This design comes from an exercise in tuning for small area on the open sky130 flow, not from production work.
The RTL was checked by simulation tests, not by an equivalence proof against the original design.
Power figures rest on the tool's default switching activity, not on a simulated workload.

==> flow/design.v <==
`default_nettype none
package ring_pkg;
    localparam int WORD_W      = 72;
    localparam int ADDR_W      = 39;
    localparam int FRAME_WORDS = 4;
    localparam int INJ_DEPTH   = 8;
    localparam int MEM_CREDITS = 8;
    localparam int CNT_W       = 8;
    localparam int FRAME_CNT_W = $clog2(FRAME_WORDS);
    localparam int INJ_PTR_W   = $clog2(INJ_DEPTH) + 1;
    localparam int MEM_CRED_W  = $clog2(MEM_CREDITS + 1);
    localparam logic [ADDR_W-1:0] MEM0_BASE = 39'h00_0000_0000;
    localparam logic [ADDR_W-1:0] MEM0_LAST = 39'h00_000F_FFFF;
    localparam logic [ADDR_W-1:0] MEM1_BASE = 39'h00_4000_0000;
    localparam logic [ADDR_W-1:0] MEM1_LAST = 39'h00_7FFF_FFFF;
    typedef logic [WORD_W-1:0] word_t;
    typedef logic [ADDR_W-1:0] addr_t;
    typedef logic [CNT_W-1:0]  drop_cnt_t;
    typedef struct packed {
        logic  sof;
        logic  busy;
        word_t data;
    } slot_t;
    typedef struct packed {
        logic  stb;
        logic  sof;
        word_t data;
    } stream_t;
    typedef enum logic [1:0] {
        INJ_FILL,
        INJ_WAIT_SLOT,
        INJ_EMIT
    } inj_state_t;
    typedef enum logic {
        EXT_PASS,
        EXT_CLAIM
    } ext_state_t;
endpackage
`default_nettype wire
`timescale 1ns/1ps
`default_nettype none
module ring_shell
(
    input  wire                  clk,
    input  wire                  rst,
    input  ring_pkg::stream_t    i_br0,
    input  ring_pkg::stream_t    i_br1,
    output logic                 o_br0_credit,
    output logic                 o_br1_credit,
    output ring_pkg::stream_t    o_mem0,
    output ring_pkg::stream_t    o_mem1,
    input  wire                  i_mem0_credit,
    input  wire                  i_mem1_credit,
    output ring_pkg::drop_cnt_t  o_drop_count
);
    localparam int W = ring_pkg::WORD_W;
    logic [1:0] phase;
    always_ff @(posedge clk or posedge rst)
    begin
        if (rst)
            phase <= 2'd0;
        else
            phase <= phase + 2'd1;
    end
    wire ph0 = (phase == 2'd0);
    wire ph1 = (phase == 2'd1);
    wire ph2 = (phase == 2'd2);
    wire ph3 = (phase == 2'd3);
    logic [W-1:0] mem0 [0:6];
    logic [2:0]   wp0;
    logic [6:0]   rp0;
    logic [2:0]   cnt0;
    logic         rd0;
    logic [W-1:0] s1;
    logic [W-1:0] s1_d;
    assign rd0 = ph1 ? cnt0[2] : o_br0_credit;
    always_ff @(posedge clk or posedge rst)
    begin
        if (rst)
        begin
            wp0          <= 3'd0;
            rp0          <= 7'd1;
            cnt0         <= 3'd0;
            o_br0_credit <= 1'b0;
        end
        else
        begin
            o_br0_credit <= rd0;
            if (i_br0.stb)
                wp0 <= (wp0 == 3'd6) ? 3'd0 : wp0 + 3'd1;
            if (rd0)
                rp0 <= {rp0[5:0], rp0[6]};
            cnt0 <= cnt0 + {2'b00, i_br0.stb} - {2'b00, rd0};
        end
    end
    always_ff @(posedge clk)
    begin
        for (int i = 0; i < 7; i++)
            if (i_br0.stb && (wp0 == 3'(i)))
                mem0[i] <= i_br0.data;
    end
    always_comb
    begin
        logic [W-1:0] r;
        r = '0;
        for (int i = 0; i < 7; i++)
            r = r | ({W{rp0[i]}} & mem0[i]);
        s1_d = r;
    end
    logic [W-1:0] mem1 [0:7];
    logic [2:0]   wp1;
    logic         rh1;
    logic [1:0]   nf1;
    logic         take1;
    logic         rd1;
    logic         busy1;
    logic [W-1:0] s2;
    logic [W-1:0] st2;
    assign take1 = ph2 & (nf1 != 2'd0) & ~o_br0_credit;
    assign rd1   = ph2 ? take1 : o_br1_credit;
    always_ff @(posedge clk or posedge rst)
    begin
        if (rst)
        begin
            wp1          <= 3'd0;
            rh1          <= 1'b1;
            nf1          <= 2'd0;
            o_br1_credit <= 1'b0;
            busy1        <= 1'b0;
        end
        else
        begin
            o_br1_credit <= rd1;
            busy1        <= o_br0_credit | rd1;
            if (i_br1.stb)
                wp1 <= wp1 + 3'd1;
            if (take1)
                rh1 <= ~rh1;
            nf1 <= nf1 + {1'b0, i_br1.stb & (wp1[1:0] == 2'd3)} - {1'b0, take1};
        end
    end
    always_ff @(posedge clk)
    begin
        for (int i = 0; i < 8; i++)
            if (i_br1.stb && (wp1 == 3'(i)))
                mem1[i] <= i_br1.data;
        s1 <= s1_d;
        s2 <= s1;
    end
    logic [1:0] wi1;
    assign wi1 = phase + 2'd1;
    always_comb
    begin
        logic [W-1:0] r;
        r = {W{~o_br1_credit}} & s2;
        for (int i = 0; i < 8; i++)
            r = r | ({W{o_br1_credit && (rh1 == i[2]) && (wi1 == 2'(i))}} & mem1[i]);
        st2 = r;
    end
    logic [3:0]   cred0;
    logic         stb0;
    logic         send0;
    logic         busy2;
    logic [W-1:0] r3;
    wire in0 = (st2[38:20] == 19'd0);
    assign send0 = ph3 ? busy1 & in0 & (cred0 >= 4'd4) : stb0;
    always_ff @(posedge clk or posedge rst)
    begin
        if (rst)
        begin
            cred0 <= 4'd8;
            stb0  <= 1'b0;
            busy2 <= 1'b0;
        end
        else
        begin
            stb0  <= send0;
            busy2 <= busy1 & ~send0;
            cred0 <= cred0 - {3'b000, send0} + {3'b000, i_mem0_credit};
        end
    end
    always_ff @(posedge clk)
        r3 <= st2;
    assign o_mem0 = {stb0, stb0 & ph0, r3};
    logic [3:0]   cred1;
    logic         stb1;
    logic         send1;
    logic         busy3;
    logic [W-1:0] r4;
    wire in1 = (r3[38:30] == 9'd1);
    assign send1 = ph0 ? busy2 & in1 & (cred1 >= 4'd4) : stb1;
    always_ff @(posedge clk or posedge rst)
    begin
        if (rst)
        begin
            cred1 <= 4'd8;
            stb1  <= 1'b0;
            busy3 <= 1'b0;
        end
        else
        begin
            stb1  <= send1;
            busy3 <= busy2 & ~send1;
            cred1 <= cred1 - {3'b000, send1} + {3'b000, i_mem1_credit};
        end
    end
    always_ff @(posedge clk)
        r4 <= r3;
    assign o_mem1 = {stb1, stb1 & ph1, r4};
    ring_pkg::drop_cnt_t drop_cnt;
    always_ff @(posedge clk or posedge rst)
    begin
        if (rst)
            drop_cnt <= '0;
        else if (ph1 && busy3 && (drop_cnt != '1))
            drop_cnt <= drop_cnt + 1'b1;
    end
    assign o_drop_count = drop_cnt;
endmodule
`default_nettype wire
Settings: LEC_CHECK=0, CAP_MARGIN=20, CORE_MARGIN=2, CORE_UTILIZATION=40, CTS_CLUSTER_DIAMETER=120, CTS_CLUSTER_SIZE=25, SLEW_MARGIN=20; clock period 4.0 ns.
standard.sh (not shown) runs the stock make flow with config.mk's settings and CLKGATE_MAP_FILE= SYNTH_SCRIPT=/design/flow/synth_recipe.tcl, a recipe that flattens the netlist after the stock synthesis.
==> flow/flow/run.sh <==
#!/bin/bash
# The standard layout (standard synthesis unchanged), with two changes:
# - port buffers are sky130_fd_sc_hd__buf_1 instead of the resizer's default pick
#   (every input and output port still gets its own buffer)
# - clock tree: larger sink clusters and no dummy loads
# make's full output goes to flow.log; each ORFS step keeps its own log under orfs/logs
set -euo pipefail
export BUFFER_PORTS_ARGS="-buffer_cell sky130_fd_sc_hd__buf_1"
export CTS_ARGS="-sink_clustering_enable -repair_clock_nets -dont_use_dummy_load -sink_clustering_size 25 -sink_clustering_max_diameter 120"
bash standard.sh finish > flow.log 2>&1
==> next run, changes <==
--- a/flow/design.v
+++ b/flow/design.v
@@ -65,40 +65,40 @@
     wire ph0 = (phase == 2'd0);
     wire ph1 = (phase == 2'd1);
     wire ph2 = (phase == 2'd2);
     wire ph3 = (phase == 2'd3);
     logic [W-1:0] mem0 [0:6];
-    logic [2:0]   wp0;
+    logic [6:0]   wp0;
     logic [6:0]   rp0;
     logic [2:0]   cnt0;
     logic         rd0;
     logic [W-1:0] s1;
     logic [W-1:0] s1_d;
     assign rd0 = ph1 ? cnt0[2] : o_br0_credit;
     always_ff @(posedge clk or posedge rst)
     begin
         if (rst)
         begin
-            wp0          <= 3'd0;
+            wp0          <= 7'd1;
             rp0          <= 7'd1;
             cnt0         <= 3'd0;
             o_br0_credit <= 1'b0;
         end
         else
         begin
             o_br0_credit <= rd0;
             if (i_br0.stb)
-                wp0 <= (wp0 == 3'd6) ? 3'd0 : wp0 + 3'd1;
+                wp0 <= {wp0[5:0], wp0[6]};
             if (rd0)
                 rp0 <= {rp0[5:0], rp0[6]};
             cnt0 <= cnt0 + {2'b00, i_br0.stb} - {2'b00, rd0};
         end
     end
     always_ff @(posedge clk)
     begin
         for (int i = 0; i < 7; i++)
-            if (i_br0.stb && (wp0 == 3'(i)))
+            if (i_br0.stb && wp0[i])
                 mem0[i] <= i_br0.data;
     end
     always_comb
     begin
         logic [W-1:0] r;
@@ -106,57 +106,53 @@
         for (int i = 0; i < 7; i++)
             r = r | ({W{rp0[i]}} & mem0[i]);
         s1_d = r;
     end
     logic [W-1:0] mem1 [0:7];
-    logic [2:0]   wp1;
-    logic         rh1;
-    logic [1:0]   nf1;
-    logic         take1;
+    logic [7:0]   wp1;
+    logic [7:0]   rp1;
+    logic [3:0]   cnt1;
     logic         rd1;
     logic         busy1;
     logic [W-1:0] s2;
     logic [W-1:0] st2;
-    assign take1 = ph2 & (nf1 != 2'd0) & ~o_br0_credit;
-    assign rd1   = ph2 ? take1 : o_br1_credit;
-    always_ff @(posedge clk or posedge rst)
-    begin
-        if (rst)
-        begin
-            wp1          <= 3'd0;
-            rh1          <= 1'b1;
-            nf1          <= 2'd0;
+    assign rd1  = ph2 ? (cnt1[3] | cnt1[2]) & ~o_br0_credit : o_br1_credit;
+    always_ff @(posedge clk or posedge rst)
+    begin
+        if (rst)
+        begin
+            wp1          <= 8'd1;
+            rp1          <= 8'd1;
+            cnt1         <= 4'd0;
             o_br1_credit <= 1'b0;
             busy1        <= 1'b0;
         end
         else
         begin
             o_br1_credit <= rd1;
             busy1        <= o_br0_credit | rd1;
             if (i_br1.stb)
-                wp1 <= wp1 + 3'd1;
-            if (take1)
-                rh1 <= ~rh1;
-            nf1 <= nf1 + {1'b0, i_br1.stb & (wp1[1:0] == 2'd3)} - {1'b0, take1};
+                wp1 <= {wp1[6:0], wp1[7]};
+            if (rd1)
+                rp1 <= {rp1[6:0], rp1[7]};
+            cnt1 <= cnt1 + {3'b000, i_br1.stb} - {3'b000, rd1};
         end
     end
     always_ff @(posedge clk)
     begin
         for (int i = 0; i < 8; i++)
-            if (i_br1.stb && (wp1 == 3'(i)))
+            if (i_br1.stb && wp1[i])
                 mem1[i] <= i_br1.data;
         s1 <= s1_d;
         s2 <= s1;
     end
-    logic [1:0] wi1;
-    assign wi1 = phase + 2'd1;
     always_comb
     begin
         logic [W-1:0] r;
         r = {W{~o_br1_credit}} & s2;
         for (int i = 0; i < 8; i++)
-            r = r | ({W{o_br1_credit && (rh1 == i[2]) && (wi1 == 2'(i))}} & mem1[i]);
+            r = r | ({W{o_br1_credit & rp1[(i + 1) % 8]}} & mem1[i]);
         st2 = r;
     end
     logic [3:0]   cred0;
     logic         stb0;
     logic         send0;
The changed run completed without violations.
Critical path depth drops by 2.
Via count climbs by 0.99%.
Core utilization drops by 0.13 points.
Setup slack gains 6.7 ps.
Routed wire length drops by 1.4%.
Synthesized area climbs by 0.89%.
Design area is about the same.
Fmax hardly moves.
Total power drops by 20%.

[port drivers added, routing unchanged]
The flow's constraints put no driver on any port. The routed layouts listed below were extracted and timed again, unchanged, in two steps. Step 1 sets driving cells, clkbuf_16 on the clock port and buf_2 on the other inputs (assumed; they add their load-dependent delay and slew). Step 2 times the ports against the registers' clock, not the clock port: input delays grow and output delays shrink by t, the midpoint of the rising clock arrivals with the driver on. Three values: ideal ports, drivers, drivers and shift; two values: the first two.
run	t (ns)	setup slack, ns	latest minus earliest clock arrival (ns)
the first run	0.700	0.164 / 0.164 / 0.164	0.066 / 0.067
the second run	0.693	0.170 / 0.170 / 0.170	0.073 / 0.073
After both steps setup and hold are still met in every run listed.
